Background: an optimization exercise with open tools, aiming at small area, a short achievable clock period and few clock cycles per item. Do not read the settings as production practice.
Function was checked by simulation only, so behaviour that the tests miss may differ from the original.

## flow/design.v

```verilog
`timescale 1ns/10ps
module lane_csa (
    input  logic [143:0] r,
    input  logic [8:0]   nb,
    input  logic [1:0]   n3,
    output logic [35:0]  ss,
    output logic [35:0]  sc
);
    logic c2;
    logic c4;
    logic c6;
    logic c8;
    logic c10;
    logic c12;
    logic c14;
    logic c16;
    logic c18;
    logic c20;
    logic c22;
    logic c24;
    logic c26;
    logic c28;
    logic c30;
    logic c32;
    logic c34;
    logic c36;
    logic c38;
    logic c40;
    logic c42;
    logic c44;
    logic c46;
    logic c48;
    logic c50;
    logic c52;
    logic c54;
    logic c56;
    logic c58;
    logic c60;
    logic c62;
    logic c64;
    logic c66;
    logic c68;
    logic c70;
    logic c72;
    logic c74;
    logic c76;
    logic c78;
    logic c80;
    logic c82;
    logic c84;
    logic c86;
    logic c88;
    logic c90;
    logic c92;
    logic c94;
    logic c96;
    logic c98;
    logic c100;
    logic c102;
    logic c104;
    logic c106;
    logic c108;
    logic c110;
    logic c112;
    logic c114;
    logic c116;
    logic c118;
    logic c120;
    logic c122;
    logic c124;
    logic c126;
    logic c128;
    logic c130;
    logic c132;
    logic c134;
    logic c136;
    logic c138;
    logic c140;
    logic c142;
    logic c144;
    logic c146;
    logic c148;
    logic c150;
    logic c152;
    logic c154;
    logic c156;
    logic c158;
    logic c160;
    logic c162;
    logic c164;
    logic c166;
    logic c168;
    logic c170;
    logic c172;
    logic c174;
    logic c176;
    logic c178;
    logic c180;
    logic c182;
    logic c184;
    logic c186;
    logic c188;
    logic c190;
    logic c192;
    logic c194;
    logic c196;
    logic c198;
    logic c200;
    logic c202;
    logic c204;
    logic c206;
    logic c208;
    logic c210;
    logic c212;
    logic c214;
    logic c216;
    logic c218;
    logic c220;
    logic c222;
    logic c224;
    logic c226;
    logic c228;
    logic c230;
    logic c232;
    logic c234;
    logic c236;
    logic c238;
    logic c240;
    logic c242;
    logic c244;
    logic c246;
    logic c248;
    logic c250;
    logic c252;
    logic c254;
    logic c256;
    logic c258;
    logic s1;
    logic s3;
    logic s5;
    logic s7;
    logic s9;
    logic s11;
    logic s13;
    logic s15;
    logic s17;
    logic s19;
    logic s21;
    logic s23;
    logic s25;
    logic s27;
    logic s29;
    logic s31;
    logic s33;
    logic s35;
    logic s37;
    logic s39;
    logic s41;
    logic s43;
    logic s45;
    logic s47;
    logic s49;
    logic s51;
    logic s53;
    logic s55;
    logic s57;
    logic s59;
    logic s61;
    logic s63;
    logic s65;
    logic s67;
    logic s69;
    logic s71;
    logic s73;
    logic s75;
    logic s77;
    logic s79;
    logic s81;
    logic s83;
    logic s85;
    logic s87;
    logic s89;
    logic s91;
    logic s93;
    logic s95;
    logic s97;
    logic s99;
    logic s101;
    logic s103;
    logic s105;
    logic s107;
    logic s109;
    logic s111;
    logic s113;
    logic s115;
    logic s117;
    logic s119;
    logic s121;
    logic s123;
    logic s125;
    logic s127;
    logic s129;
    logic s131;
    logic s133;
    logic s135;
    logic s137;
    logic s139;
    logic s141;
    logic s143;
    logic s145;
    logic s147;
    logic s149;
    logic s151;
    logic s153;
    logic s155;
    logic s157;
    logic s159;
    logic s161;
    logic s163;
    logic s165;
    logic s167;
    logic s169;
    logic s171;
    logic s173;
    logic s175;
    logic s177;
    logic s179;
    logic s181;
    logic s183;
    logic s185;
    logic s187;
    logic s189;
    logic s191;
    logic s193;
    logic s195;
    logic s197;
    logic s199;
    logic s201;
    logic s203;
    logic s205;
    logic s207;
    logic s209;
    logic s211;
    logic s213;
    logic s215;
    logic s217;
    logic s219;
    logic s221;
    logic s223;
    logic s225;
    logic s227;
    logic s229;
    logic s231;
    logic s233;
    logic s235;
    logic s237;
    logic s239;
    logic s241;
    logic s243;
    logic s245;
    logic s247;
    logic s249;
    logic s251;
    logic s253;
    logic s255;
    logic s257;
    assign s1 = r[4] ^ r[14] ^ r[24];
    assign c2 = (r[4] & r[14]) | (r[4] & r[24]) | (r[14] & r[24]);
    assign s3 = nb[2] ^ r[52];
    assign c4 = nb[2] & r[52];
    assign s5 = r[5] ^ r[15] ^ r[25];
    assign c6 = (r[5] & r[15]) | (r[5] & r[25]) | (r[15] & r[25]);
    assign s7 = r[6] ^ r[16] ^ r[26];
    assign c8 = (r[6] & r[16]) | (r[6] & r[26]) | (r[16] & r[26]);
    assign s9 = r[36] ^ r[54] ^ r[64];
    assign c10 = (r[36] & r[54]) | (r[36] & r[64]) | (r[54] & r[64]);
    assign s11 = r[74] ^ r[84];
    assign c12 = r[74] & r[84];
    assign s13 = r[7] ^ r[17] ^ r[27];
    assign c14 = (r[7] & r[17]) | (r[7] & r[27]) | (r[17] & r[27]);
    assign s15 = r[37] ^ r[55] ^ r[65];
    assign c16 = (r[37] & r[55]) | (r[37] & r[65]) | (r[55] & r[65]);
    assign s17 = r[75] ^ r[85] ^ r[103];
    assign c18 = (r[75] & r[85]) | (r[75] & r[103]) | (r[85] & r[103]);
    assign s19 = r[113] ^ r[123];
    assign c20 = r[113] & r[123];
    assign s21 = r[8] ^ r[18] ^ r[28];
    assign c22 = (r[8] & r[18]) | (r[8] & r[28]) | (r[18] & r[28]);
    assign s23 = r[38] ^ r[56] ^ r[66];
    assign c24 = (r[38] & r[56]) | (r[38] & r[66]) | (r[56] & r[66]);
    assign s25 = r[76] ^ r[86] ^ r[104];
    assign c26 = (r[76] & r[86]) | (r[76] & r[104]) | (r[86] & r[104]);
    assign s27 = r[114] ^ r[124];
    assign c28 = r[114] & r[124];
    assign s29 = r[9] ^ r[19] ^ r[29];
    assign c30 = (r[9] & r[19]) | (r[9] & r[29]) | (r[19] & r[29]);
    assign s31 = r[39] ^ r[57] ^ r[67];
    assign c32 = (r[39] & r[57]) | (r[39] & r[67]) | (r[57] & r[67]);
    assign s33 = r[77] ^ r[87] ^ r[105];
    assign c34 = (r[77] & r[87]) | (r[77] & r[105]) | (r[87] & r[105]);
    assign s35 = r[115] ^ r[125];
    assign c36 = r[115] & r[125];
    assign s37 = r[10] ^ r[20] ^ r[30];
    assign c38 = (r[10] & r[20]) | (r[10] & r[30]) | (r[20] & r[30]);
    assign s39 = r[40] ^ r[58] ^ r[68];
    assign c40 = (r[40] & r[58]) | (r[40] & r[68]) | (r[58] & r[68]);
    assign s41 = r[78] ^ r[88] ^ r[106];
    assign c42 = (r[78] & r[88]) | (r[78] & r[106]) | (r[88] & r[106]);
    assign s43 = r[116] ^ r[126];
    assign c44 = r[116] & r[126];
    assign s45 = r[11] ^ r[21] ^ r[31];
    assign c46 = (r[11] & r[21]) | (r[11] & r[31]) | (r[21] & r[31]);
    assign s47 = r[41] ^ r[59] ^ r[69];
    assign c48 = (r[41] & r[59]) | (r[41] & r[69]) | (r[59] & r[69]);
    assign s49 = r[79] ^ r[89] ^ r[107];
    assign c50 = (r[79] & r[89]) | (r[79] & r[107]) | (r[89] & r[107]);
    assign s51 = r[117] ^ r[127] ^ r[137];
    assign c52 = (r[117] & r[127]) | (r[117] & r[137]) | (r[127] & r[137]);
    assign s53 = r[22] ^ r[32] ^ r[42];
    assign c54 = (r[22] & r[32]) | (r[22] & r[42]) | (r[32] & r[42]);
    assign s55 = r[70] ^ r[80] ^ r[90];
    assign c56 = (r[70] & r[80]) | (r[70] & r[90]) | (r[80] & r[90]);
    assign s57 = r[23] ^ r[33] ^ r[43];
    assign c58 = (r[23] & r[33]) | (r[23] & r[43]) | (r[33] & r[43]);
    assign s59 = r[2] ^ r[12] ^ nb[1];
    assign c60 = (r[2] & r[12]) | (r[2] & nb[1]) | (r[12] & nb[1]);
    assign s61 = r[50] ^ r[60];
    assign c62 = r[50] & r[60];
    assign s63 = r[3] ^ r[13] ^ r[51];
    assign c64 = (r[3] & r[13]) | (r[3] & r[51]) | (r[13] & r[51]);
    assign s65 = r[62] ^ r[72] ^ nb[5];
    assign c66 = (r[62] & r[72]) | (r[62] & nb[5]) | (r[72] & nb[5]);
    assign s67 = r[100] ^ r[110] ^ r[120];
    assign c68 = (r[100] & r[110]) | (r[100] & r[120]) | (r[110] & r[120]);
    assign s69 = r[53] ^ r[63] ^ r[73];
    assign c70 = (r[53] & r[63]) | (r[53] & r[73]) | (r[63] & r[73]);
    assign s71 = r[101] ^ r[111] ^ r[121];
    assign c72 = (r[101] & r[111]) | (r[101] & r[121]) | (r[111] & r[121]);
    assign s73 = s5 ^ c2;
    assign c74 = s5 & c2;
    assign s75 = r[102] ^ r[112] ^ r[122];
    assign c76 = (r[102] & r[112]) | (r[102] & r[122]) | (r[112] & r[122]);
    assign s77 = r[132] ^ n3[0] ^ s7;
    assign c78 = (r[132] & n3[0]) | (r[132] & s7) | (n3[0] & s7);
    assign s79 = s9 ^ s11 ^ c6;
    assign c80 = (s9 & s11) | (s9 & c6) | (s11 & c6);
    assign s81 = r[133] ^ n3[1] ^ s13;
    assign c82 = (r[133] & n3[1]) | (r[133] & s13) | (n3[1] & s13);
    assign s83 = s15 ^ s17 ^ s19;
    assign c84 = (s15 & s17) | (s15 & s19) | (s17 & s19);
    assign s85 = c8 ^ c10 ^ c12;
    assign c86 = (c8 & c10) | (c8 & c12) | (c10 & c12);
    assign s87 = r[134] ^ s21 ^ s23;
    assign c88 = (r[134] & s21) | (r[134] & s23) | (s21 & s23);
    assign s89 = s25 ^ s27 ^ c14;
    assign c90 = (s25 & s27) | (s25 & c14) | (s27 & c14);
    assign s91 = c16 ^ c18 ^ c20;
    assign c92 = (c16 & c18) | (c16 & c20) | (c18 & c20);
    assign s93 = r[135] ^ s29 ^ s31;
    assign c94 = (r[135] & s29) | (r[135] & s31) | (s29 & s31);
    assign s95 = s33 ^ s35 ^ c22;
    assign c96 = (s33 & s35) | (s33 & c22) | (s35 & c22);
    assign s97 = c24 ^ c26 ^ c28;
    assign c98 = (c24 & c26) | (c24 & c28) | (c26 & c28);
    assign s99 = r[136] ^ s37 ^ s39;
    assign c100 = (r[136] & s37) | (r[136] & s39) | (s37 & s39);
    assign s101 = s41 ^ s43 ^ c30;
    assign c102 = (s41 & s43) | (s41 & c30) | (s43 & c30);
    assign s103 = c32 ^ c34 ^ c36;
    assign c104 = (c32 & c34) | (c32 & c36) | (c34 & c36);
    assign s105 = 1'b1 ^ s45 ^ s47;
    assign c106 = (1'b1 & s45) | (1'b1 & s47) | (s45 & s47);
    assign s107 = s49 ^ s51 ^ c38;
    assign c108 = (s49 & s51) | (s49 & c38) | (s51 & c38);
    assign s109 = c40 ^ c42 ^ c44;
    assign c110 = (c40 & c42) | (c40 & c44) | (c42 & c44);
    assign s111 = r[118] ^ r[128] ^ r[138];
    assign c112 = (r[118] & r[128]) | (r[118] & r[138]) | (r[128] & r[138]);
    assign s113 = s53 ^ s55 ^ c46;
    assign c114 = (s53 & s55) | (s53 & c46) | (s55 & c46);
    assign s115 = c48 ^ c50 ^ c52;
    assign c116 = (c48 & c50) | (c48 & c52) | (c50 & c52);
    assign s117 = r[71] ^ r[81] ^ r[91];
    assign c118 = (r[71] & r[81]) | (r[71] & r[91]) | (r[81] & r[91]);
    assign s119 = r[119] ^ r[129] ^ r[139];
    assign c120 = (r[119] & r[129]) | (r[119] & r[139]) | (r[129] & r[139]);
    assign s121 = s57 ^ c54 ^ c56;
    assign c122 = (s57 & c54) | (s57 & c56) | (c54 & c56);
    assign s123 = r[34] ^ r[44] ^ r[82];
    assign c124 = (r[34] & r[44]) | (r[34] & r[82]) | (r[44] & r[82]);
    assign s125 = r[92] ^ r[130] ^ r[140];
    assign c126 = (r[92] & r[130]) | (r[92] & r[140]) | (r[130] & r[140]);
    assign s127 = r[35] ^ r[45] ^ r[83];
    assign c128 = (r[35] & r[45]) | (r[35] & r[83]) | (r[45] & r[83]);
    assign s129 = r[0] ^ nb[0] ^ r[48];
    assign c130 = (r[0] & nb[0]) | (r[0] & r[48]) | (nb[0] & r[48]);
    assign s131 = nb[4] ^ r[98] ^ r[108];
    assign c132 = (nb[4] & r[98]) | (nb[4] & r[108]) | (r[98] & r[108]);
    assign s133 = r[61] ^ r[99] ^ r[109];
    assign c134 = (r[61] & r[99]) | (r[61] & r[109]) | (r[99] & r[109]);
    assign s135 = s63 ^ c60;
    assign c136 = s63 & c60;
    assign s137 = nb[8] ^ s1 ^ s3;
    assign c138 = (nb[8] & s1) | (nb[8] & s3) | (s1 & s3);
    assign s139 = s65 ^ s67 ^ c64;
    assign c140 = (s65 & s67) | (s65 & c64) | (s67 & c64);
    assign s141 = c4 ^ s69 ^ s71;
    assign c142 = (c4 & s69) | (c4 & s71) | (s69 & s71);
    assign s143 = s73 ^ c66 ^ c68;
    assign c144 = (s73 & c66) | (s73 & c68) | (c66 & c68);
    assign s145 = s75 ^ s77 ^ s79;
    assign c146 = (s75 & s77) | (s75 & s79) | (s77 & s79);
    assign s147 = c70 ^ c72 ^ c74;
    assign c148 = (c70 & c72) | (c70 & c74) | (c72 & c74);
    assign s149 = s81 ^ s83 ^ s85;
    assign c150 = (s81 & s83) | (s81 & s85) | (s83 & s85);
    assign s151 = c76 ^ c78 ^ c80;
    assign c152 = (c76 & c78) | (c76 & c80) | (c78 & c80);
    assign s153 = s87 ^ s89 ^ s91;
    assign c154 = (s87 & s89) | (s87 & s91) | (s89 & s91);
    assign s155 = c82 ^ c84 ^ c86;
    assign c156 = (c82 & c84) | (c82 & c86) | (c84 & c86);
    assign s157 = s93 ^ s95 ^ s97;
    assign c158 = (s93 & s95) | (s93 & s97) | (s95 & s97);
    assign s159 = c88 ^ c90 ^ c92;
    assign c160 = (c88 & c90) | (c88 & c92) | (c90 & c92);
    assign s161 = s99 ^ s101 ^ s103;
    assign c162 = (s99 & s101) | (s99 & s103) | (s101 & s103);
    assign s163 = c94 ^ c96 ^ c98;
    assign c164 = (c94 & c96) | (c94 & c98) | (c96 & c98);
    assign s165 = s105 ^ s107 ^ s109;
    assign c166 = (s105 & s107) | (s105 & s109) | (s107 & s109);
    assign s167 = c100 ^ c102 ^ c104;
    assign c168 = (c100 & c102) | (c100 & c104) | (c102 & c104);
    assign s169 = s111 ^ s113 ^ s115;
    assign c170 = (s111 & s113) | (s111 & s115) | (s113 & s115);
    assign s171 = c106 ^ c108 ^ c110;
    assign c172 = (c106 & c108) | (c106 & c110) | (c108 & c110);
    assign s173 = s117 ^ s119 ^ s121;
    assign c174 = (s117 & s119) | (s117 & s121) | (s119 & s121);
    assign s175 = c112 ^ c114 ^ c116;
    assign c176 = (c112 & c114) | (c112 & c116) | (c114 & c116);
    assign s177 = c58 ^ s123 ^ s125;
    assign c178 = (c58 & s123) | (c58 & s125) | (s123 & s125);
    assign s179 = c118 ^ c120 ^ c122;
    assign c180 = (c118 & c120) | (c118 & c122) | (c120 & c122);
    assign s181 = r[93] ^ r[131] ^ r[141];
    assign c182 = (r[93] & r[131]) | (r[93] & r[141]) | (r[131] & r[141]);
    assign s183 = s127 ^ c124 ^ c126;
    assign c184 = (s127 & c124) | (s127 & c126) | (c124 & c126);
    assign s185 = r[46] ^ r[94] ^ r[142];
    assign c186 = (r[46] & r[94]) | (r[46] & r[142]) | (r[94] & r[142]);
    assign s187 = nb[3] ^ r[96];
    assign c188 = nb[3] & r[96];
    assign s189 = r[1] ^ r[49] ^ r[97];
    assign c190 = (r[1] & r[49]) | (r[1] & r[97]) | (r[49] & r[97]);
    assign s191 = nb[7] ^ s59 ^ s61;
    assign c192 = (nb[7] & s59) | (nb[7] & s61) | (s59 & s61);
    assign s193 = c62 ^ s133 ^ s135;
    assign c194 = (c62 & s133) | (c62 & s135) | (s133 & s135);
    assign s195 = s137 ^ s139 ^ c134;
    assign c196 = (s137 & s139) | (s137 & c134) | (s139 & c134);
    assign s197 = s141 ^ s143 ^ c138;
    assign c198 = (s141 & s143) | (s141 & c138) | (s143 & c138);
    assign s199 = s145 ^ s147 ^ c142;
    assign c200 = (s145 & s147) | (s145 & c142) | (s147 & c142);
    assign s201 = s149 ^ s151 ^ c146;
    assign c202 = (s149 & s151) | (s149 & c146) | (s151 & c146);
    assign s203 = s153 ^ s155 ^ c150;
    assign c204 = (s153 & s155) | (s153 & c150) | (s155 & c150);
    assign s205 = s157 ^ s159 ^ c154;
    assign c206 = (s157 & s159) | (s157 & c154) | (s159 & c154);
    assign s207 = s161 ^ s163 ^ c158;
    assign c208 = (s161 & s163) | (s161 & c158) | (s163 & c158);
    assign s209 = s165 ^ s167 ^ c162;
    assign c210 = (s165 & s167) | (s165 & c162) | (s167 & c162);
    assign s211 = s169 ^ s171 ^ c166;
    assign c212 = (s169 & s171) | (s169 & c166) | (s171 & c166);
    assign s213 = s173 ^ s175 ^ c170;
    assign c214 = (s173 & s175) | (s173 & c170) | (s175 & c170);
    assign s215 = s177 ^ s179 ^ c174;
    assign c216 = (s177 & s179) | (s177 & c174) | (s179 & c174);
    assign s217 = s181 ^ s183 ^ c178;
    assign c218 = (s181 & s183) | (s181 & c178) | (s183 & c178);
    assign s219 = c128 ^ s185 ^ c182;
    assign c220 = (c128 & s185) | (c128 & c182) | (s185 & c182);
    assign s221 = r[47] ^ r[95] ^ r[143];
    assign c222 = (r[47] & r[95]) | (r[47] & r[143]) | (r[95] & r[143]);
    assign s223 = nb[6] ^ s129;
    assign c224 = nb[6] & s129;
    assign s225 = c130 ^ s189 ^ c188;
    assign c226 = (c130 & s189) | (c130 & c188) | (s189 & c188);
    assign s227 = s131 ^ s191 ^ c190;
    assign c228 = (s131 & s191) | (s131 & c190) | (s191 & c190);
    assign s229 = c132 ^ s193 ^ c192;
    assign c230 = (c132 & s193) | (c132 & c192) | (s193 & c192);
    assign s231 = c136 ^ s195 ^ c194;
    assign c232 = (c136 & s195) | (c136 & c194) | (s195 & c194);
    assign s233 = c140 ^ s197 ^ c196;
    assign c234 = (c140 & s197) | (c140 & c196) | (s197 & c196);
    assign s235 = c144 ^ s199 ^ c198;
    assign c236 = (c144 & s199) | (c144 & c198) | (s199 & c198);
    assign s237 = c148 ^ s201 ^ c200;
    assign c238 = (c148 & s201) | (c148 & c200) | (s201 & c200);
    assign s239 = c152 ^ s203 ^ c202;
    assign c240 = (c152 & s203) | (c152 & c202) | (s203 & c202);
    assign s241 = c156 ^ s205 ^ c204;
    assign c242 = (c156 & s205) | (c156 & c204) | (s205 & c204);
    assign s243 = c160 ^ s207 ^ c206;
    assign c244 = (c160 & s207) | (c160 & c206) | (s207 & c206);
    assign s245 = c164 ^ s209 ^ c208;
    assign c246 = (c164 & s209) | (c164 & c208) | (s209 & c208);
    assign s247 = c168 ^ s211 ^ c210;
    assign c248 = (c168 & s211) | (c168 & c210) | (s211 & c210);
    assign s249 = c172 ^ s213 ^ c212;
    assign c250 = (c172 & s213) | (c172 & c212) | (s213 & c212);
    assign s251 = c176 ^ s215 ^ c214;
    assign c252 = (c176 & s215) | (c176 & c214) | (s215 & c214);
    assign s253 = c180 ^ s217 ^ c216;
    assign c254 = (c180 & s217) | (c180 & c216) | (s217 & c216);
    assign s255 = c184 ^ s219 ^ c218;
    assign c256 = (c184 & s219) | (c184 & c218) | (s219 & c218);
    assign s257 = c186 ^ s221 ^ c220;
    assign c258 = (c186 & s221) | (c186 & c220) | (s221 & c220);
    assign ss[0] = s187;
    assign sc[0] = s223;
    assign ss[1] = s225;
    assign sc[1] = c224;
    assign ss[2] = s227;
    assign sc[2] = c226;
    assign ss[3] = s229;
    assign sc[3] = c228;
    assign ss[4] = s231;
    assign sc[4] = c230;
    assign ss[5] = s233;
    assign sc[5] = c232;
    assign ss[6] = s235;
    assign sc[6] = c234;
    assign ss[7] = s237;
    assign sc[7] = c236;
    assign ss[8] = s239;
    assign sc[8] = c238;
    assign ss[9] = s241;
    assign sc[9] = c240;
    assign ss[10] = s243;
    assign sc[10] = c242;
    assign ss[11] = s245;
    assign sc[11] = c244;
    assign ss[12] = s247;
    assign sc[12] = c246;
    assign ss[13] = s249;
    assign sc[13] = c248;
    assign ss[14] = s251;
    assign sc[14] = c250;
    assign ss[15] = s253;
    assign sc[15] = c252;
    assign ss[16] = s255;
    assign sc[16] = c254;
    assign ss[17] = s257;
    assign sc[17] = c256;
    assign ss[18] = c222;
    assign sc[18] = c258;
    assign ss[19] = 1'b1;
    assign sc[19] = 1'b0;
    assign ss[20] = 1'b1;
    assign sc[20] = 1'b0;
    assign ss[21] = 1'b1;
    assign sc[21] = 1'b0;
    assign ss[22] = 1'b1;
    assign sc[22] = 1'b0;
    assign ss[23] = 1'b1;
    assign sc[23] = 1'b0;
    assign ss[24] = 1'b1;
    assign sc[24] = 1'b0;
    assign ss[25] = 1'b1;
    assign sc[25] = 1'b0;
    assign ss[26] = 1'b1;
    assign sc[26] = 1'b0;
    assign ss[27] = 1'b1;
    assign sc[27] = 1'b0;
    assign ss[28] = 1'b1;
    assign sc[28] = 1'b0;
    assign ss[29] = 1'b1;
    assign sc[29] = 1'b0;
    assign ss[30] = 1'b1;
    assign sc[30] = 1'b0;
    assign ss[31] = 1'b1;
    assign sc[31] = 1'b0;
    assign ss[32] = 1'b1;
    assign sc[32] = 1'b0;
    assign ss[33] = 1'b1;
    assign sc[33] = 1'b0;
    assign ss[34] = 1'b1;
    assign sc[34] = 1'b0;
    assign ss[35] = 1'b1;
    assign sc[35] = 1'b0;
endmodule
`timescale 1ns/10ps
module lenet_top (
    input  logic         clk,
    input  logic         rst,
    input  logic         start,
    input  logic         load_en,
    input  logic [2:0]   load_row_idx,
    input  logic [127:0] load_row,
    input  logic         ker_wr_en,
    input  logic [19:0]  ker_wr,
    input  logic [1:0]   rd_row_idx,
    output logic [47:0]  rd_row,
    output logic         busy,
    output logic         done
);
    logic [127:0] img [8];
    logic [7:0]   row_nar;           
    logic [15:0]  ker [9];
    logic [15:0]  bias;
    logic [47:0]  res [3];           
    function automatic logic pix_narrow(input logic [15:0] p);
        pix_narrow = (p[15:10] == 6'h00) || (p[15:10] == 6'h3f);
    endfunction
    function automatic logic w_narrow(input logic [15:0] w);
        w_narrow = (w[15:7] == 9'h000) || (w[15:7] == 9'h1ff);
    endfunction
    logic load_nar;
    always_comb
    begin
        load_nar = 1'b1;
        for (int c = 0; c < 8; c++)
            if (!pix_narrow(load_row[16*c +: 16]))
                load_nar = 1'b0;
    end
    for (genvar j = 0; j < 8; j++)
    begin : g_img
        always_ff @(posedge clk)
        begin
            if (load_en && load_row_idx == 3'(j))
            begin
                img[j]     <= load_row;
                row_nar[j] <= load_nar;
            end
        end
    end
    for (genvar t = 0; t < 9; t++)
    begin : g_ker
        always_ff @(posedge clk)
        begin
            if (ker_wr_en && ker_wr[19:16] == 4'(t))
                ker[t] <= ker_wr[15:0];
        end
    end
    always_ff @(posedge clk)
    begin
        if (ker_wr_en && ker_wr[19:16] == 4'd9)
            bias <= ker_wr[15:0];
    end
    logic [2:0] krow_nar;
    for (genvar r = 0; r < 3; r++)
    begin : g_knar
        assign krow_nar[r] = w_narrow(ker[3*r]) && w_narrow(ker[3*r+1]) && w_narrow(ker[3*r+2]);
    end
    logic       busy_r;
    logic       done_r;
    logic       start_acc;
    logic [2:0] fc;          
    logic [2:0] he_row;      
    logic       v1, v2, v3;
    logic [2:0] row1, row2, row3;
    logic       rb;          
    logic [2:0] tgt;         
    logic       pk;          
    logic       fl;          
    logic       f_we;
    assign start_acc = start && !busy_r;
    assign pk    = v3 && row3[0] && !busy_r && !rb;
    assign fl    = rb || pk;
    assign f_we = v3 && (!row3[0] || busy_r);
    always_ff @(posedge clk)
    begin
        if (rst)
        begin
            busy_r <= 1'b0;
            done_r <= 1'b0;
        end
        else
        begin
            if (start_acc)
                busy_r <= 1'b1;
            else if (done_r)
                busy_r <= 1'b0;
            done_r <= busy_r && !done_r && (fc == 3'd6 || (v2 && last2 && row2 == 3'd5 && !fl));
        end
    end
    assign busy = busy_r;
    assign done = done_r;
    logic [2:0] cr;
    logic [1:0] rr;
    logic       pa;
    logic       pb;
    logic [2:0] rs;          
    logic [7:0] rs_oh;       
    logic       park;
    logic       pw;
    logic       ww;
    logic       issue;
    logic       p_first;
    logic       p_last;
    assign pw      = |(rs_oh & ~row_nar);
    assign ww      = !krow_nar[rr];
    assign issue   = (cr != 3'd6) && (!park || busy_r);
    assign p_first = (rr == 2'd0) && !pa && !pb;
    assign p_last  = (rr == 2'd2) && (pa == pw) && (pb == ww);
    logic       first1, first2;
    logic       last1, last2;
    logic [1:0] sh1;
    logic [2:0] sh2;         
    logic [3:0] hr;          
    always_comb
    begin
        logic rb_img;
        logic rb_ker;
        logic [2:0] lo;
        lo     = (load_row_idx < 3'd2) ? 3'd0 : load_row_idx - 3'd2;
        rb_img = load_en && (({1'b0, load_row_idx} < hr) || (issue && rs == load_row_idx));
        rb_ker = ker_wr_en && (ker_wr[19:16] <= 4'd9) && (hr != 4'd0 || issue);
        rb     = rb_img || rb_ker;
        if (rb_ker)
            tgt = 3'd0;
        else if (lo < fc)
            tgt = {lo[2:1], 1'b0};
        else
            tgt = fc;
    end
    always_ff @(posedge clk)
    begin
        if (rst)
        begin
            cr   <= 3'd0;
            rr   <= 2'd0;
            pa   <= 1'b0;
            pb   <= 1'b0;
            rs   <= 3'd0;
            rs_oh <= 8'h01;
            hr   <= 4'd0;
            park <= 1'b0;
        end
        else
        begin
            if (fl)
            begin
                cr <= rb ? tgt : row3;
                rs <= rb ? tgt : row3;
                rs_oh <= 8'h01 << (rb ? tgt : row3);
                if (rb && tgt == 3'd0)
                    hr <= 4'd0;
                else
                    hr <= {1'b0, rb ? tgt : row3} + 4'd2;
                rr <= 2'd0;
                pa <= 1'b0;
                pb <= 1'b0;
            end
            else if (issue)
            begin
                if ({1'b0, rs} >= hr)
                    hr <= {1'b0, rs} + 4'd1;
                if (pb != ww)
                    pb <= 1'b1;
                else
                begin
                    pb <= 1'b0;
                    if (pa != pw)
                        pa <= 1'b1;
                    else
                    begin
                        pa <= 1'b0;
                        if (rr == 2'd2)
                        begin
                            rr <= 2'd0;
                            cr <= cr + 3'd1;
                            rs <= rs - 3'd1;
                            rs_oh <= {rs_oh[0], rs_oh[7:1]};
                        end
                        else
                        begin
                            rr <= rr + 2'd1;
                            rs <= rs + 3'd1;
                            rs_oh <= {rs_oh[6:0], rs_oh[7]};
                        end
                    end
                end
            end
            if (rb || busy_r)
                park <= 1'b0;
            else if (pk)
                park <= 1'b1;
        end
    end
    logic [127:0] rrow;
    logic [10:0]  opa_n [8];
    logic [15:0]  kw    [3];
    logic [8:0]   kx    [3];
    logic [10:0]  opa   [8];
    logic [2:0]   b_one [3][4];
    logic [2:0]   b_two [3][4];
    logic [2:0]   b_neg [3][4];
    logic [1:0]   neg3;
    always_comb
    begin
        rrow = '0;
        for (int j = 0; j < 8; j++)
            rrow = rrow | ({128{rs_oh[j]}} & img[j]);
    end
    for (genvar c = 0; c < 8; c++)
    begin : g_opa
        logic [15:0] p;
        assign p = rrow[16*c +: 16];
        always_comb
        begin
            if (!pw)
                opa_n[c] = p[10:0];
            else if (!pa)
                opa_n[c] = {3'b000, p[7:0]};
            else
                opa_n[c] = {{3{p[15]}}, p[15:8]};
        end
    end
    logic [3:0] b1_n [3];
    logic [3:0] b2_n [3];
    logic [3:0] bn_n [3];
    for (genvar c = 0; c < 3; c++)
    begin : g_booth
        always_comb
        begin
            case (rr)
                2'd0:    kw[c] = ker[c];
                2'd1:    kw[c] = ker[3 + c];
                default: kw[c] = ker[6 + c];
            endcase
            kx[c] = pb ? kw[c][15:7] : {kw[c][7:0], 1'b0};
            for (int k = 0; k < 4; k++)
            begin
                logic x2, x1, x0;
                x2 = kx[c][2*k+2];
                x1 = kx[c][2*k+1];
                x0 = kx[c][2*k];
                b1_n[c][k] = x1 ^ x0;
                b2_n[c][k] = (x2 && !x1 && !x0) || (!x2 && x1 && x0);
                bn_n[c][k] = x2 && !(x1 && x0);
            end
        end
    end
    logic [10:0] opa_r [8];
    logic [3:0]  b1_r [3];
    logic [3:0]  b2_r [3];
    logic [3:0]  bn_r [3];
    logic [1:0]  n3_r;
    always_ff @(posedge clk)
    begin
        for (int c = 0; c < 8; c++)
            opa_r[c] <= opa_n[c];
        for (int c = 0; c < 3; c++)
        begin
            b1_r[c] <= b1_n[c];
            b2_r[c] <= b2_n[c];
            bn_r[c] <= bn_n[c];
        end
        n3_r <= 2'(bn_n[0][3]) + 2'(bn_n[1][3]) + 2'(bn_n[2][3]);
        row1   <= cr;
        first1 <= p_first;
        last1  <= p_last;
        sh1    <= 2'(pa) + 2'(pb);
    end
    always_ff @(posedge clk)
    begin
        if (rst)
            v1 <= 1'b0;
        else
            v1 <= issue && !fl;
    end
    logic [35:0] ss_n [6];
    logic [35:0] sc_n [6];
    for (genvar l = 0; l < 6; l++)
    begin : g_mstage
        logic [143:0] rows;
        logic [8:0]   nb;
        for (genvar c = 0; c < 3; c++)
        begin : g_prod
            logic [10:0] a;
            assign a = opa_r[l + c];
            for (genvar k = 0; k < 4; k++)
            begin : g_dig
                logic [11:0] m;
                logic [11:0] v;
                assign m = ({12{b1_r[c][k]}} & {a[10], a}) | ({12{b2_r[c][k]}} & {a, 1'b0});
                assign v = m ^ {12{bn_r[c][k]}};
                assign rows[12*(4*c+k) +: 12] = {~v[11], v[10:0]};
            end
            assign nb[3*c +: 3] = bn_r[c][2:0];
        end
        lane_csa u_csa (
            .r  (rows),
            .nb (nb),
            .n3 (n3_r),
            .ss (ss_n[l]),
            .sc (sc_n[l])
        );
    end
    logic [35:0] ss_r [6];
    logic [35:0] sc_r [6];
    always_ff @(posedge clk)
    begin
        for (int l = 0; l < 6; l++)
        begin
            ss_r[l] <= ss_n[l];
            sc_r[l] <= sc_n[l];
        end
        row2   <= row1;
        first2 <= first1;
        last2  <= last1;
        sh2    <= {sh1 == 2'd2, sh1 == 2'd1, sh1 == 2'd0};
    end
    always_ff @(posedge clk)
    begin
        if (rst)
            v2 <= 1'b0;
        else
            v2 <= v1 && !fl;
    end
    logic [35:0] acc [6];
    logic [35:0] bias_sc;
    assign bias_sc = {{12{bias[15]}}, bias, 8'h00};
    always_ff @(posedge clk)
    begin
        begin
            for (int l = 0; l < 6; l++)
            begin
                logic [35:0] base;
                logic [35:0] xs;
                logic [35:0] xc;
                base = first2 ? bias_sc : acc[l];
                xs = ({36{sh2[0]}} & ss_r[l]) | ({36{sh2[1]}} & (ss_r[l] << 8)) | ({36{sh2[2]}} & (ss_r[l] << 16));
                xc = ({36{sh2[0]}} & sc_r[l]) | ({36{sh2[1]}} & (sc_r[l] << 8)) | ({36{sh2[2]}} & (sc_r[l] << 16));
                acc[l] <= base + xs + xc;
            end
        end
        row3 <= row2;
    end
    always_ff @(posedge clk)
    begin
        if (rst)
            v3 <= 1'b0;
        else
            v3 <= v2 && last2 && !fl;
    end
    function automatic logic [15:0] sat_conv(input logic [35:0] a);
        if (a[35:23] == 13'h0000 || a[35:23] == 13'h1fff)
            sat_conv = a[23:8];
        else
            sat_conv = a[35] ? 16'h8000 : 16'h7fff;
    endfunction
    function automatic logic sgt(input logic [15:0] a, input logic [15:0] b);
        logic [15:0] ua, ub;
        logic [15:0] g, e;
        ua = {~a[15], a[14:0]};
        ub = {~b[15], b[14:0]};
        g  = ua & ~ub;
        e  = ~(ua ^ ub);
        for (int w = 1; w < 16; w = 2 * w)
            for (int i = 0; i < 16; i = i + 2 * w)
            begin
                g[i] = g[i + w] | (e[i + w] & g[i]);
                e[i] = e[i + w] & e[i];
            end
        sgt = g[0];
    endfunction
    function automatic logic [15:0] smax(input logic [15:0] a, input logic [15:0] b);
        smax = sgt(a, b) ? a : b;
    endfunction
    logic [47:0] h_even;
    logic [47:0] hrow;       
    logic [47:0] prow;       
    always_comb
    begin
        for (int c = 0; c < 3; c++)
        begin
            logic [15:0] sa, sb, he;
            logic        gab, gah, gbh;
            sa  = sat_conv(acc[2*c]);
            sb  = sat_conv(acc[2*c+1]);
            he  = h_even[16*c +: 16];
            gab = sgt(sa, sb);
            gah = sgt(sa, he);
            gbh = sgt(sb, he);
            hrow[16*c +: 16] = gab ? sa : sb;
            if (gab)
                prow[16*c +: 16] = gah ? sa : he;
            else
                prow[16*c +: 16] = gbh ? sb : he;
        end
    end
    always_ff @(posedge clk)
    begin
        if (f_we && !row3[0])
        begin
            h_even <= hrow;
            he_row <= row3;
        end
        for (int p = 0; p < 3; p++)
            if (f_we && row3[0] && row3[2:1] == 2'(p))
                res[p] <= prow;
    end
    always_ff @(posedge clk)
    begin
        if (rst)
            fc <= 3'd0;
        else if (rb)
            fc <= tgt;
        else if (f_we)
            fc <= row3 + 3'd1;
    end
    always_ff @(posedge clk)
    begin
        if (f_we && row3[0] && row3[2:1] == rd_row_idx)
            rd_row <= prow;
        else
            case (rd_row_idx)
                2'd0:    rd_row <= res[0];
                2'd1:    rd_row <= res[1];
                default: rd_row <= res[2];
            endcase
    end
endmodule
```

## flow/flow/run.sh

```bash
#!/bin/bash
set -euo pipefail
bash standard.sh SETUP_SLACK_MARGIN=6.5 finish > flow_make.log 2>&1
```

## flow/standard.sh

```bash
#!/bin/bash
# synth_recipe.tcl (not shown) runs the flow's synth.tcl, then flattens the netlist and writes it again
# the make line also repeats each setting of config.mk as NAME=value (left out here)
make -C /OpenROAD-flow-scripts/flow DESIGN_CONFIG=/design/flow/config.mk WORK_HOME=/design/flow/orfs CLKGATE_MAP_FILE= SYNTH_SCRIPT=/design/flow/synth_recipe.tcl "${@:-finish}"
```

## flow/config.mk

```make
export PLATFORM = sky130hd
export DESIGN_NAME = lenet_top
export DESIGN_NICKNAME = lenet_top
export VERILOG_FILES = /design/flow/design.v
export SDC_FILE = /design/flow/constraint.sdc
export NUM_CORES = 4
export LEC_CHECK = 0
export CAP_MARGIN = 20
export CORE_MARGIN = 2
export CORE_UTILIZATION = 40
export SETUP_SLACK_MARGIN = 5
export SLEW_MARGIN = 20
```

## flow/constraint.sdc

```tcl
create_clock -name core_clock -period 11.0 [get_ports {clk}]
set_input_delay 2.2000 -clock core_clock [delete_from_list [all_inputs] [get_ports {clk}]]
set_output_delay 2.2000 -clock core_clock [all_outputs]
set_load 0.01 [all_outputs]
```

==> results of run 1 <==
-- state kept, by name, summed over array words and instances (netlist names), 3 cells and up --
| signal | flops |
|---|---|
| hr | 4 |
| ss_r | 114 |
| ker | 144 |
| h_even | 48 |
| rs | 3 |
| img | 1024 |
| opa_r | 88 |
| rs_oh | 8 |
| sh2 | 3 |
| rd_row | 48 |
| row3 | 3 |
| bias | 16 |
| row1 | 3 |
| row_nar | 8 |
| row2 | 3 |
| fc | 3 |
| acc | 216 |
| cr | 3 |
| b1_r | 12 |
| b2_r | 12 |
| sc_r | 114 |
| res | 144 |
| bn_r | 12 |
-- path summary, 6_finish.rpt --
| kind | end | cells past startpoint | from | slack, ns |
|---|---|---|---|---|
| setup / recovery | ss_r[2][12] | 9 | bn_r[2][3] | 6.49 |
| hold / removal | first2 | 0 | first1 | 0.32 |
| setup reg to reg | ss_r[2][12] | 9 | bn_r[2][3] | 6.49 |
| hold reg to reg | first2 | 0 | first1 | 0.32 |
-- cell usage in the layout (no fill, tap or decap), types with 436 or more instances in the layout --
cell type | Yosys | routed
xnor2_1 | 477 | 477
ha_1 | 436 | 436
edfxtp_1 | 1384 | 1384
dfxtp_1 | 667 | 596
nand2_1 | 608 | 603
a21oi_1 | 496 | 488
fa_1 | 902 | 900
a22oi_1 | 1218 | 1218
inv_1 | 1181 | 1180
xor2_1 | 589 | 589
-- cell type report --
class                           instances  area (sq um)
Fill cell                           28300        169000
Multi-Input combinational cell       6832         62000
Sequential cell                      2051         55100
Clock buffer                          290          5970
Tap cell                             4120          5150
Timing Repair Buffer                  437          4960
Inverter                             1181          4460
Clock inverter                        117          1240
Antenna cell                           20          50.0
Timing Repair inverter                  2          20.0
-- critical path, stage by stage (launching register included) --
cell	delay [ns]
dfxtp_4	0.56
buf_8	0.37
buf_12	0.35
xor2_1	0.25
fa_1	0.46
fa_1	0.50
fa_1	0.43
fa_1	0.55
inv_1	0.07
fa_1	0.71
-- layer usage --
layer	GRT usage (%)	wire [microns]	up-vias
met1	34.1	168000	45000
met5	0	165	-
met2	39.5	184000	5197
met4	10.0	18600	28
li1	-	-	38300
met3	7.00	46300	1022
-- cell families after synthesis --
kind of cell | count (synthesis) | synth area share, %
XOR/XNOR | 1066 | 7.55
adder cells (fa/ha/maj) | 1338 | 19.0
buffers and inverters | 1986 | 6.08
AO/OA/AOI/OAI | 2772 | 15.7
AND/OR/NAND/NOR | 1487 | 5.65
multiplexers | 166 | 1.60
flip-flops | 2051 | 44.4
-- what timing repair did --
item / 4_1_cts / 5_1_grt
buffers inserted: 31 / 24
pin swaps: 9 / 23
gates resized for setup: 153 / 166
gates cloned: 7 / 11
hold buffers: 0 / 0
endpoints found under the setup margin: 467 / 293
==> metrics.cfg, run 1 <==
[global_route]
antenna_found_initial=57
grt_overflow_total=0
grt_max_degree=116
grt_pass1_vias=91100
grt_util_all_layers_pct=25.6
grt_pass1_wl_mm=604

[layout]
final_util_pct=45.1
drive_gt1_share_pct=8.06
area_delta_synth_final_pct=12.3
final_nets=12200
final_cells=15100
fin_area_sq_um=139000

[outcome]
status=no timing/DRC/antenna violations

[synthesis]
synth_seq_cells=2051
yosys_warnings=35
synth_common_cells=edfxtp_1, a22oi_1, inv_1
synth_cell_types=92
synth_area_per_cell_sq_um=11.4
synth_top_area_cell=edfxtp_1
synth.area.top_cells=edfxtp_1, fa_1, dfxtp_1, a22oi_1, ha_1
synth.most_common_cell=edfxtp_1
synthesis.nets=12400
synth_edf_count=1384
synthArstFlopShare_pct=0
synth_top_area_share_pct=33.6
ys_seq_area_share_pct=44.4
syn_area_sq_um=124000
synth-main-ff-cell=edfxtp_1
netlist_instances=10900

[sta]
rsz0062_at_grt=true
relSlewSlack_pct=24.6
finalCritPeriodShare_pct=41.0
maxSlewViolCount=0
timing.fmax_mhz=222
worstMarginPinSlew_ns=1.13
finalSetupViolCount=0
finalClockSkew_ns=0.0945
fin_setup_tns_ns=0
hold_viol=0
whs_ns=0.324
worst_slack_ns=6.49
finalWorstPathRequiredPeriod_ns=4.51

[placement]
placedCellCount=14600
pre_cts_slack_ns=4.74
gp_congestion=0.937
dp.final_hpwl_mm=264
placed_area_sq_um=129000
port_buffers=207

[cts]
h-tree-depth=4
clk_path_buf_depth=4
clkSinkCount=2051
cts_root_buf=clkbuf_16
tritoncts=done
clkTransAtPathRegs_ns=0.06
insertion_delay_ns=0.95
numCtsBuffers=219

[setup_path]
crit_fanout=34
worst_setup_path_start_kind=flop
crit_arrival_ns=5.26
crit_required_ns=11.75
critPathKind=reg -> reg
critPathCaptureType=flop

[floorplan]
fp.dieH_microns=560
io_pins=208
num_rows=204
die-area_sq_um=314000
die_w_microns=560
initial_core_util_pct=40.1
coreArea_sq_um=308000

[drt]
viasPerCell=5.95
num_vias=89600
drt_iter0_drc=10800
postRouteAntennaNets=0
routed_wl_mm=417
dr.pass1.iters=12
wl_per_cell_microns=27.7
drcViolationCount=0

[job]
cap_viol_max_count=0

[min_path]
hold_path_class=reg -> reg

Testbench counts, summed over its fixed seeds: cycles 2,280, images 96.
==> run 2, diff against run 1 <==
--- a/flow/config.mk
+++ b/flow/config.mk
@@ -9,3 +9,3 @@
 export CORE_MARGIN = 2
-export CORE_UTILIZATION = 40
+export CORE_UTILIZATION = 60
 export SETUP_SLACK_MARGIN = 5
==> metrics.cfg, run 2 <==
[drt]
maxUsedRoutingLayer=met5
drcViolationCount=0
route.met3.wl_mm=43.6
dr.pass1.iters=10
wl_met2_mm=184
wl_per_cell_microns=29.4
postRouteAntennaNets=0
routed_wl_mm=400
drt_iter0_drc=10900
viasPerCell=6.61
m1WireLength_mm=151
num_vias=90000

[sta]
finalWorstPathRequiredPeriod_ns=4.48
rsz0062_at_grt=true
whs_ns=0.323
worst_slack_ns=6.52
relSlewSlack_pct=25.9
fin_setup_tns_ns=0
finalCritPeriodShare_pct=40.7
timing.fmax_mhz=223
finalClockSkew_ns=0.0710
hold_viol=0
maxSlewViolCount=0
finalSetupViolCount=0
worstMarginPinSlew_ns=1.11

[layout]
regMostFlops=img
final_common_cell=edfxtp_1
reg_top3=img: 1024 flops, acc: 216 flops
fillCellCount=15500
area_delta_synth_final_pct=10.6
drive_gt1_share_pct=7.98
final_cell_mix=edfxtp_1, a22oi_1, inv_1
final_nets=12200
largest_reg_flops=1024

[cts]
clkTransAtPathRegs_ns=0.06
insertion_delay_ns=0.89
cts_root_buf=clkbuf_16
tritoncts=done
clkSinkCount=2051
clk_path_buf_depth=3
numCtsBuffers=210
h-tree-depth=4

[global_route]
grt_overflow_total=0
grt_pass1_wl_mm=589
grt_util_all_layers_pct=37.6
antenna_found_initial=26
grt_max_degree=120
grt_pass1_vias=90800

[placement]
port_buffers=207
dp.final_hpwl_mm=256
pre_cts_slack_ns=5.01
gp_congestion=0.971

[synthesis]
yosys_warnings=35
synth.most_common_cell=edfxtp_1
synth_edf_count=1384
synth_top_area_share_pct=33.6
synth_seq_cells=2051
netlist_instances=10900
synthArstFlopShare_pct=0
synth_cell_types=92
syn_area_sq_um=124000
ys_seq_area_share_pct=44.4
synth_area_per_cell_sq_um=11.4
synth_top_area_cell=edfxtp_1
synthesis.nets=12400
synth_common_cells=edfxtp_1, a22oi_1, inv_1
synth.area.top_cells=edfxtp_1, fa_1, dfxtp_1, a22oi_1, ha_1
synth-main-ff-cell=edfxtp_1

[setup_path]
crit_required_ns=11.73
rrSetupSlack_ns=6.52
critPathCaptureType=flop
slowest_delay_ns=0.64
crit_slowest_cell=fa_1
critPathKind=reg -> reg
crit_fanout=44
cp_common_cell=fa_1
worst_setup_path_start_kind=flop
crit_arrival_ns=5.21
path_cells=buf_8 -> a22oi_1 -> xor2_1 -> fa_1 -> fa_1 -> inv_1 -> fa_1 -> inv_1 -> fa_1 -> inv_1 -> fa_1

[min_path]
hold_path_class=reg -> reg

[floorplan]
die-area_sq_um=210000
die_w_microns=458
coreArea_sq_um=205000
io_pins=208
fp.dieH_microns=458
num_rows=166
initial_core_util_pct=60.4

[job]
cap_viol_max_count=0

[outcome]
status=no timing/DRC/antenna violations

==> run 2: cell counts after synthesis <==
No cell type changed its count.
==> run 2: stage by stage <==
| step | instances | cell area [sq um] | utilization [%] |
|---|---|---|---|
| global route | 13600 | 137000 | 66.8 |
| global placement | 13100 | 128000 | 62.4 |
| finish | 13600 | 137000 | 66.8 |
| detailed placement | 13100 | 128000 | 62.4 |
| CTS | 13500 | 136000 | 66.3 |
| floorplan | 10900 | 124000 | - |
==> run 2: cells by family after synthesis <==
family,after synthesis,share of synthesized area (%)
flip-flops,2051,44.4
XOR/XNOR,1066,7.55
adder cells (fa/ha/maj),1338,19.0
multiplexers,166,1.60
AO/OA/AOI/OAI,2772,15.7
AND/OR/NAND/NOR,1487,5.65
buffers and inverters,1986,6.08
==> run 2: critical path, delay by kind of cell, from the launching register on <==
family,cells,cell delay (ns)
AOI/OAI and AO/OA,1,0.18
adders and majority gates,5,2.63
DFF,1,0.63
xor gates and xnor gates,1,0.20
buffers and inverters,4,0.62
==> run 2: cell type report <==
class	instances	area, sq um	share of cell area [%]
clock buffer	272	5700	4.17
timing repair inverter	1	8.76	0.00640
tap	2688	3360	2.46
inverter	1181	4460	3.26
clock inverter	104	1150	0.841
sequential	2051	55100	40.2
multi-input combinational	6831	61900	45.2
timing repair buffer	476	5190	3.79
antenna	10	25.0	0.0183
==> run 2: final timing paths <==
check,to,depth (start not counted),startpoint
hold reg to reg,last2,0,last1
setup / recovery,ss_r[3][13],11,b1_r[1][2]
hold / removal,last2,0,last1
setup reg to reg,ss_r[3][13],11,b1_r[1][2]
==> run 2: per-layer routing <==
| layer | track usage [%] | vias up |
|---|---|---|
| li1 | - | 38300 |
| met1 | 49.8 | 44800 |
| met2 | 60.0 | 5564 |
| met3 | 7.94 | 1197 |
| met4 | 16.7 | 20 |
| met5 | 0 | - |
==> run 2: timing repair <==
action	4_1_cts	5_1_grt
resized for setup	185	101
pin swaps	8	21
gates cloned	8	7
hold buffers	0	0
endpoints found under the setup margin	436	303
buffers inserted	27	60
==> run 3, diff against run 2 <==
--- a/flow/config.mk
+++ b/flow/config.mk
@@ -9,3 +9,3 @@
 export CORE_MARGIN = 2
-export CORE_UTILIZATION = 60
+export CORE_UTILIZATION = 70
 export SETUP_SLACK_MARGIN = 5
==> metrics.cfg, run 3 <==
[outcome]
status=no timing/DRC/antenna violations

[layout]
final_cell_mix=edfxtp_1, a22oi_1, inv_1
final_common_cell=edfxtp_1
fillCellCount=11000
area_delta_synth_final_pct=10.1
reg_top3=img: 1024 flops, acc: 216 flops
drive_gt1_share_pct=7.97
final_nets=12200
regMostFlops=img
seq_area_sq_um=55100
multiInputGateArea_sq_um=62000
largest_reg_flops=1024

[setup_path]
slowest_delay_ns=0.56
critPathTopFamily=adder cells
cp_common_cell=fa_1
crit_slowest_cell=fa_1
crit_arrival_ns=5.21
critPathBufInv=7
path_cells=buf_12 -> buf_16 -> or2_4 -> buf_4 -> nand2_1 -> xor2_1 -> fa_1 -> inv_1 -> fa_1 -> inv_1 -> fa_1 -> inv_1 -> fa_1 -> inv_1 -> fa_1
crit_required_ns=11.72
crit_fanout=18
worst_setup_path_start_kind=flop
critPathKind=reg -> reg
critPathCaptureType=flop

[cts]
insertion_delay_ns=0.89
clkTransAtPathRegs_ns=0.07
clkSinkCount=2051
h-tree-depth=4
cts_root_buf=clkbuf_16
tritoncts=done
clk_path_buf_depth=3
numCtsBuffers=202
hold_buffers=0

[drt]
wl_per_cell_microns=29.4
drcViolationCount=0
drt_iter0_drc=12900
routed_wl_mm=390
postRouteAntennaNets=0
num_vias=91700
dr.pass1.iters=12
viasPerCell=6.92

[synthesis]
synth-main-ff-cell=edfxtp_1
yosys_warnings=35
synth.most_common_cell=edfxtp_1
synthesis.nets=12400
synth_edf_count=1384
netlist_instances=10900
ys_seq_area_share_pct=44.4
synth_cell_types=92
synth_common_cells=edfxtp_1, a22oi_1, inv_1
synth_top_area_share_pct=33.6
syn_area_sq_um=124000
synth_area_per_cell_sq_um=11.4
synth_top_area_cell=edfxtp_1
synth.area.top_cells=edfxtp_1, fa_1, dfxtp_1, a22oi_1, ha_1
synthArstFlopShare_pct=0
synth_seq_cells=2051

[floorplan]
initial_core_util_pct=70.3
io_pins=208
die_w_microns=424
num_rows=154
fp.dieH_microns=424
die-area_sq_um=180000
coreArea_sq_um=176000

[global_route]
grt_util_all_layers_pct=42.7
grt_pass1_vias=92900
grt_max_degree=130
antenna_found_initial=35
grt_overflow_total=0
grt_pass1_wl_mm=575

[placement]
gp_congestion=0.973
dp.final_hpwl_mm=249
port_buffers=207

[sta]
rsz0062_at_grt=true
finalClockSkew_ns=0.0458
timing.fmax_mhz=223
finalSetupViolCount=0
fin_setup_tns_ns=0
relSlewSlack_pct=9.97
finalCritPeriodShare_pct=40.8
maxSlewViolCount=0
finalWorstPathRequiredPeriod_ns=4.49
whs_ns=0.325
hold_viol=0
worstMarginPinSlew_ns=1.35

[min_path]
hold_path_class=reg -> reg

[job]
cap_viol_max_count=0

run 3: cell types whose count changed in the layout (fill, tap and decap cells not counted), moves of 5 or more:
cell | previous run | this run
buf_12 | 38 | 29
buf_4 | 168 | 147
buf_6 | 23 | 18
clkbuf_1 | 43 | 29
clkbuf_16 | 218 | 209
clkbuf_8 | 18 | 9
clkinv_2 | 29 | 42
clkinv_4 | 9 | 18
dfxtp_2 | 19 | 24
o21ai_1 | 22 | 16
run 3: through the flow:
| step | cells | instance area, sq um | worst slack (ns) | util [%] |
|---|---|---|---|---|
| floorplan | 10900 | 124000 | 5.07 | - |
| global placement | 12800 | 127000 | 5.05 | 72.3 |
| detailed placement | 12800 | 127000 | 4.86 | 72.3 |
| CTS | 13200 | 135000 | 6.49 | 76.8 |
| global route | 13200 | 136000 | 6.39 | 77.4 |
| finish | 13200 | 136000 | 6.51 | 77.4 |
run 3: final timing paths:
kind / from / endpoint / slack (ns) / cells past startpoint
hold / removal: row1[1] / row2[1] / 0.33 / 0
hold reg to reg: row1[1] / row2[1] / 0.33 / 0
setup / recovery: b1_r[0][1] / ss_r[3][13] / 6.51 / 15
setup reg to reg: b1_r[0][1] / ss_r[3][13] / 6.51 / 15
run 3: timing repair:
item,in CTS,in global routing
endpoints found under the hold margin,0,0
endpoints found under the setup margin,441,319
gates cloned,9,5
buffers inserted,28,40
gates resized for setup,148,133
pin swaps,11,15
run 3: final cells by class:
class	count	area share, %
antenna	13	0.0239
clock buffer	242	3.91
clock inverter	138	1.08
inverter	1181	3.27
multi-input combinational	6832	45.5
sequential	2051	40.4
tap	2340	2.15
timing repair buffer	445	3.59
timing repair inverter	1	0.00643
run 3: cell families after synthesis:
family          count (synthesis)  share of synthesized area (%)
compound gates               2772                           15.7
xor+xnor                     1066                           7.55
fa+ha+maj                    1338                           19.0
buf+inv                      1986                           6.08
flops                        2051                           44.4
mux                           166                           1.60
simple gates                 1487                           5.65
run 3: worst register-to-register path, cell delays in order, from the launching register on:
cell	delay [ns]
dfxtp_2	0.47
buf_12	0.22
buf_16	0.25
or2_4	0.27
buf_4	0.15
nand2_1	0.06
xor2_1	0.17
fa_1	0.49
inv_1	0.05
fa_1	0.48
inv_1	0.06
fa_1	0.53
inv_1	0.05
fa_1	0.47
inv_1	0.05
fa_1	0.56
run 3: metal layers:
metal  routed length (microns)  share of wire, %  global-route usage (%)
met1                    135000                35                    54.1
met4                     27900               7.2                    26.3
met5                       207             0.053                       0
met2                    174000                45                    65.5
met3                     51800                13                    12.0
==> run 4, diff against run 3 <==
==> flow/flow/run.sh (replaced) <==
#!/bin/bash
set -euo pipefail
bash standard.sh SETUP_SLACK_MARGIN=6.8 finish > flow_make.log 2>&1
--- a/flow/config.mk
+++ b/flow/config.mk
@@ -9,3 +9,3 @@
 export CORE_MARGIN = 2
-export CORE_UTILIZATION = 70
+export CORE_UTILIZATION = 60
 export SETUP_SLACK_MARGIN = 5
==> metrics.cfg, run 4 <==
[global_route]
grt_pass1_vias=91800
grt_pass1_wl_mm=601
grt_util_all_layers_pct=38.6
antenna_found_initial=31
grt_max_degree=120
grt_overflow_total=0

[drt]
wl_per_cell_microns=30.3
drcViolationCount=0
viasPerCell=6.65
postRouteAntennaNets=0
num_vias=91600
drt_iter0_drc=11700
routed_wl_mm=417
dr.pass1.iters=10

[sta]
finalClockSkew_ns=0.0754
fin_setup_tns_ns=0
worstMarginPinSlew_ns=1.13
finalWorstPathRequiredPeriod_ns=4.29
finalSetupViolCount=0
worst_slack_ns=6.71
hold_viol=0
relSlewSlack_pct=24.4
finalCritPeriodShare_pct=39.0
whs_ns=0.325
timing.fmax_mhz=233
maxSlewViolCount=0
rsz0062_at_grt=true

[job]
cap_viol_max_count=0

[cts]
clkTransAtPathRegs_ns=0.06
clk_path_buf_depth=3
insertion_delay_ns=0.90
cts_root_buf=clkbuf_16
numCtsBuffers=210
h-tree-depth=4
tritoncts=done
hold_buffers=0
clkSinkCount=2051

[synthesis]
synth_top_area_share_pct=33.6
synth_top_area_cell=edfxtp_1
synth-main-ff-cell=edfxtp_1
synthesis.nets=12400
synth_cell_types=92
synth_edf_count=1384
syn_area_sq_um=124000
synth_seq_cells=2051
synth_area_per_cell_sq_um=11.4
ys_seq_area_share_pct=44.4
synth_common_cells=edfxtp_1, a22oi_1, inv_1
netlist_instances=10900
synth.area.top_cells=edfxtp_1, fa_1, dfxtp_1, a22oi_1, ha_1
yosys_warnings=35
synth.most_common_cell=edfxtp_1
synthArstFlopShare_pct=0

[setup_path]
r2r_cells=19
critPathCaptureType=flop
worst_setup_path_start_kind=flop
crit_required_ns=11.75
crit_arrival_ns=5.03
crit_fanout=22
critPathKind=reg -> reg

[layout]
largest_reg_flops=1024
fin_area_sq_um=140000
area_delta_synth_final_pct=13.4
regMostFlops=img
final_nets=12400
final_cell_mix=edfxtp_1, a22oi_1, inv_1
reg_top3=img: 1024 flops, acc: 216 flops
multiInputGateArea_sq_um=62800
drive_gt1_share_pct=10.8
seq_area_sq_um=55200
final_common_cell=edfxtp_1
fillCellCount=15100

[floorplan]
coreArea_sq_um=205000
initial_core_util_pct=60.4
die_w_microns=458
num_rows=166
die-area_sq_um=210000
fp.dieH_microns=458
io_pins=208

[placement]
pre_cts_slack_ns=5.01
gp_congestion=0.971
port_buffers=207
dp.final_hpwl_mm=256
placed_area_sq_um=128000

[min_path]
hold_path_class=reg -> reg
hold_depth=0

[outcome]
status=no timing/DRC/antenna violations

run 4: cell counts after synthesis:
No cell type changed its count.
run 4: area by class of cell:
cell class | instances | area share [%]
antenna | 9 | 0.0161
clock inverter | 104 | 0.821
tap | 2688 | 2.40
inverter | 1181 | 3.18
timing repair inverter | 2 | 0.0143
timing repair buffer | 638 | 5.42
clock buffer | 272 | 4.06
multi-input combinational | 6836 | 44.8
sequential | 2051 | 39.3
run 4: critical path: stages (launching register included):
cell       delay [ns]
dfxtp_4          0.44
buf_12           0.21
and2_1           0.17
buf_6            0.20
a21oi_1          0.08
fa_1             0.49
inv_1            0.04
ha_1             0.37
a211o_1          0.33
a21oi_1          0.20
nand3_1          0.13
o211ai_1         0.21
buf_4            0.18
a2111oi_4        0.07
buf_4            0.18
o41ai_4          0.28
a21oi_2          0.12
o21a_1           0.19
nor2_1           0.11
xnor2_1          0.13
run 4: cells by family after synthesis:
| kind of cell | after synthesis | share of synthesized area [%] |
|---|---|---|
| AOI/OAI and AO/OA | 2772 | 15.7 |
| xor gates and xnor gates | 1066 | 7.55 |
| adders and majority gates | 1338 | 19.0 |
| buffers and inverters | 1986 | 6.08 |
| DFF | 2051 | 44.4 |
| muxes | 166 | 1.60 |
| and+or+nand+nor | 1487 | 5.65 |
run 4: path summary, 6_finish.rpt:
kind / to / start / slack, ns
setup / recovery: acc[3][35] / first2 / 6.71
hold / removal: row2[1] / row1[1] / 0.33
setup reg to reg: acc[3][35] / first2 / 6.71
hold reg to reg: row2[1] / row1[1] / 0.33
run 4: stage by stage:
stage                     util (%)  instances
final                         68.5      13800
after detailed placement      62.4      13100
after global placement        62.4      13100
after global routing          68.5      13800
after floorplan                  -      10900
after CTS                     67.3      13600
run 4: timing repair:
item                                    4_1_cts  5_1_grt
setup buffers                               100      123
cloned                                       22       25
pin swaps                                    51      100
gates resized for setup                     393      231
endpoints found under the setup margin      760      643
run 4: layer usage:
layer  wire [microns]  up-vias  part of all wire [%]  global-route usage [%]
met5              178        -                 0.043                       0
met4            28400       28                   6.8                    19.8
met3            45800     1475                    11                    8.31
met2           189000     5901                    45                    60.9
met1           154000    45500                    37                    50.6
li1                 -    38700                     -                       -
==> run 5, diff against run 4 <==
==> flow/flow/run.sh (replaced) <==
#!/bin/bash
set -euo pipefail
bash standard.sh SETUP_SLACK_MARGIN=7.0 finish > flow_make.log 2>&1
==> metrics.cfg, run 5 <==
[floorplan]
num_rows=166
initial_core_util_pct=60.4
coreArea_sq_um=205000
die_w_microns=458
die-area_sq_um=210000
fp.dieH_microns=458
io_pins=208

[layout]
largest_reg_flops=1024
area_delta_synth_final_pct=17.5
reg_top3=img: 1024 flops, acc: 216 flops
final_cell_mix=edfxtp_1, a22oi_1, inv_1
final_cells=14000
final_nets=12600
regMostFlops=img
fillCellCount=14500
final_common_cell=edfxtp_1
fin_area_sq_um=145000
drive_gt1_share_pct=15.7

[synthesis]
synth_edf_count=1384
yosys_warnings=35
synth-main-ff-cell=edfxtp_1
synth.most_common_cell=edfxtp_1
ys_seq_area_share_pct=44.4
synthesis.nets=12400
netlist_instances=10900
synth_cell_types=92
syn_area_sq_um=124000
synth_top_area_cell=edfxtp_1
synth_common_cells=edfxtp_1, a22oi_1, inv_1
synth_top_area_share_pct=33.6
synth_area_per_cell_sq_um=11.4
synth.area.top_cells=edfxtp_1, fa_1, dfxtp_1, a22oi_1, ha_1
synth_seq_cells=2051
synthArstFlopShare_pct=0

[placement]
port_buffers=207
dp.final_hpwl_mm=256
placed_area_sq_um=128000
gp_congestion=0.971
placedCellCount=13100

[drt]
viasPerCell=6.74
drt_iter0_drc=12700
postRouteAntennaNets=0
route.met3.wl_mm=51.9
m1WireLength_mm=158
num_vias=94500
wl_per_cell_microns=31.7
wl_met2_mm=197
drcViolationCount=0
maxUsedRoutingLayer=met5
dr.pass1.iters=10
routed_wl_mm=445

[cts]
cts_root_buf=clkbuf_16
insertion_delay_ns=0.90
numCtsBuffers=210
clkTransAtPathRegs_ns=0.06
clkSinkCount=2051
h-tree-depth=4
tritoncts=done
hold_buffers=0
clk_path_buf_depth=3

[setup_path]
startpoint=sh2[1]
critPathTopFamily=compound AO/OA/AOI/OAI gates
critPathCaptureType=flop
r2r_cells=17
crit_required_ns=11.73
path_cells=buf_2 -> buf_4 -> buf_16 -> a222oi_1 -> fa_1 -> inv_2 -> ha_4 -> o21a_1 -> nor2_1 -> a211oi_2 -> o2111ai_1 -> o21a_1 -> or2_2 -> a31o_2 -> o21ai_2 -> a21oi_1 -> xnor2_1
slowest_delay_ns=0.61
crit_slowest_cell=a222oi_1
critPathKind=reg -> reg
crit_fanout=27
cp_common_cell=o21a_1
worst_setup_path_start_kind=flop
critPathBufInv=4
crit_arrival_ns=4.96
path_depth=17
timing.rr.start=sh2[1]

[sta]
hold_viol=0
finalWorstPathRequiredPeriod_ns=4.23
fin_setup_tns_ns=0
rsz0062_at_grt=true
finalCritPeriodShare_pct=38.4
finalClockSkew_ns=0.0703
finalSetupViolCount=0
whs_ns=0.325
relSlewSlack_pct=21.7
worstMarginPinSlew_ns=1.17
maxSlewViolCount=0
timing.fmax_mhz=236

[global_route]
grt_pass1_vias=93800
grt_max_degree=120
grt_pass1_wl_mm=625
grt_overflow_total=0
grt_util_all_layers_pct=40.4
antenna_found_initial=37

[min_path]
hold_path_class=reg -> reg
hold_depth=0
hp-start=row1[1]

[job]
cap_viol_max_count=0

[outcome]
status=no timing/DRC/antenna violations

==> run 5: final cells by class <==
class	count	area, sq um	share of cell area [%]
multi-input combinational	6841	64600	44.4
sequential	2051	55200	38.0
timing repair buffer	860	10900	7.50
clock buffer	272	5700	3.92
inverter	1181	4450	3.06
tap	2688	3360	2.31
clock inverter	104	1150	0.792
timing repair inverter	4	42.5	0.0293
antenna	13	32.5	0.0224
==> run 5: metrics by stage <==
stage / utilization [%] / setup slack (ns)
finish: 71.0 / 6.77
global route: 71.0 / 6.69
CTS: 68.8 / 6.85
detailed placement: 62.4 / 5.01
global placement: 62.4 / 5.10
floorplan: - / 5.07
==> run 5: repair_timing <==
item                                     CTS  global route
cloned                                    60            48
gates resized for setup                  680           499
pin swaps                                146           305
setup buffers                            219           172
endpoints found under the setup margin  1208           761
==> run 5: metal layers <==
metal | global-route usage (%) | vias up
met5 | 0 | -
met3 | 9.58 | 1916
met2 | 62.9 | 6456
met1 | 51.6 | 46900
met4 | 24.3 | 32
li1 | - | 39200
==> run 5: path summary, 6_finish.rpt <==
path                endpoint  slack [ns]
setup / recovery  acc[3][34]        6.77
hold / removal       row2[1]        0.33
setup reg to reg  acc[3][34]        6.77
hold reg to reg      row2[1]        0.33
==> run 5: worst reg2reg max path, delay by kind of cell (launching register included) <==
kind                     cells  cell delay, ns
flip-flops                   1            0.38
AO/OA/AOI/OAI                8            1.91
AND/OR/NAND/NOR              2            0.40
XOR/XNOR                     1            0.12
adder cells (fa/ha/maj)      2            0.72
buffers and inverters        4            0.59
==> run 5: cell families after synthesis <==
logic type	after synthesis	share of synthesized area [%]
AO/OA/AOI/OAI	2772	15.7
XOR/XNOR	1066	7.55
AND/OR/NAND/NOR	1487	5.65
adder cells (fa/ha/maj)	1338	19.0
multiplexers	166	1.60
flip-flops	2051	44.4
buffers and inverters	1986	6.08

[port drivers added, routing unchanged]
The results above use ideal ports. As a check the final layouts listed here were re-extracted and re-timed, cells and wires unchanged. Step 1 assumes that a clkbuf_16 drives the clock port and a buf_2 every other input. Step 2 adds t to the input delays and takes it off the output delays; t is the mean of the earliest and latest rising clock arrival at the registers after step 1. Input paths then give back, and output paths get back, about the clock's delay inside the block. Slacks: ideal ports / drivers / drivers and shift; pairs: ideal ports / drivers.
run	t, ns	setup slack, ns	latest minus earliest clock arrival (ns)
run 1	0.990	6.490 / 6.490 / 5.644	0.110 / 0.110
run 2	0.956	6.523 / 6.523 / 5.713	0.071 / 0.071
run 3	0.974	6.510 / 6.510 / 5.773	0.061 / 0.061
run 4	0.957	6.714 / 6.714 / 5.977	0.075 / 0.076
run 5	0.963	6.772 / 6.772 / 6.177	0.074 / 0.073
After both steps every run listed still meets setup and hold. For run 1, which loses most, drivers alone change the setup slack by 0.000 ns; drivers and shift together by -0.846 ns.
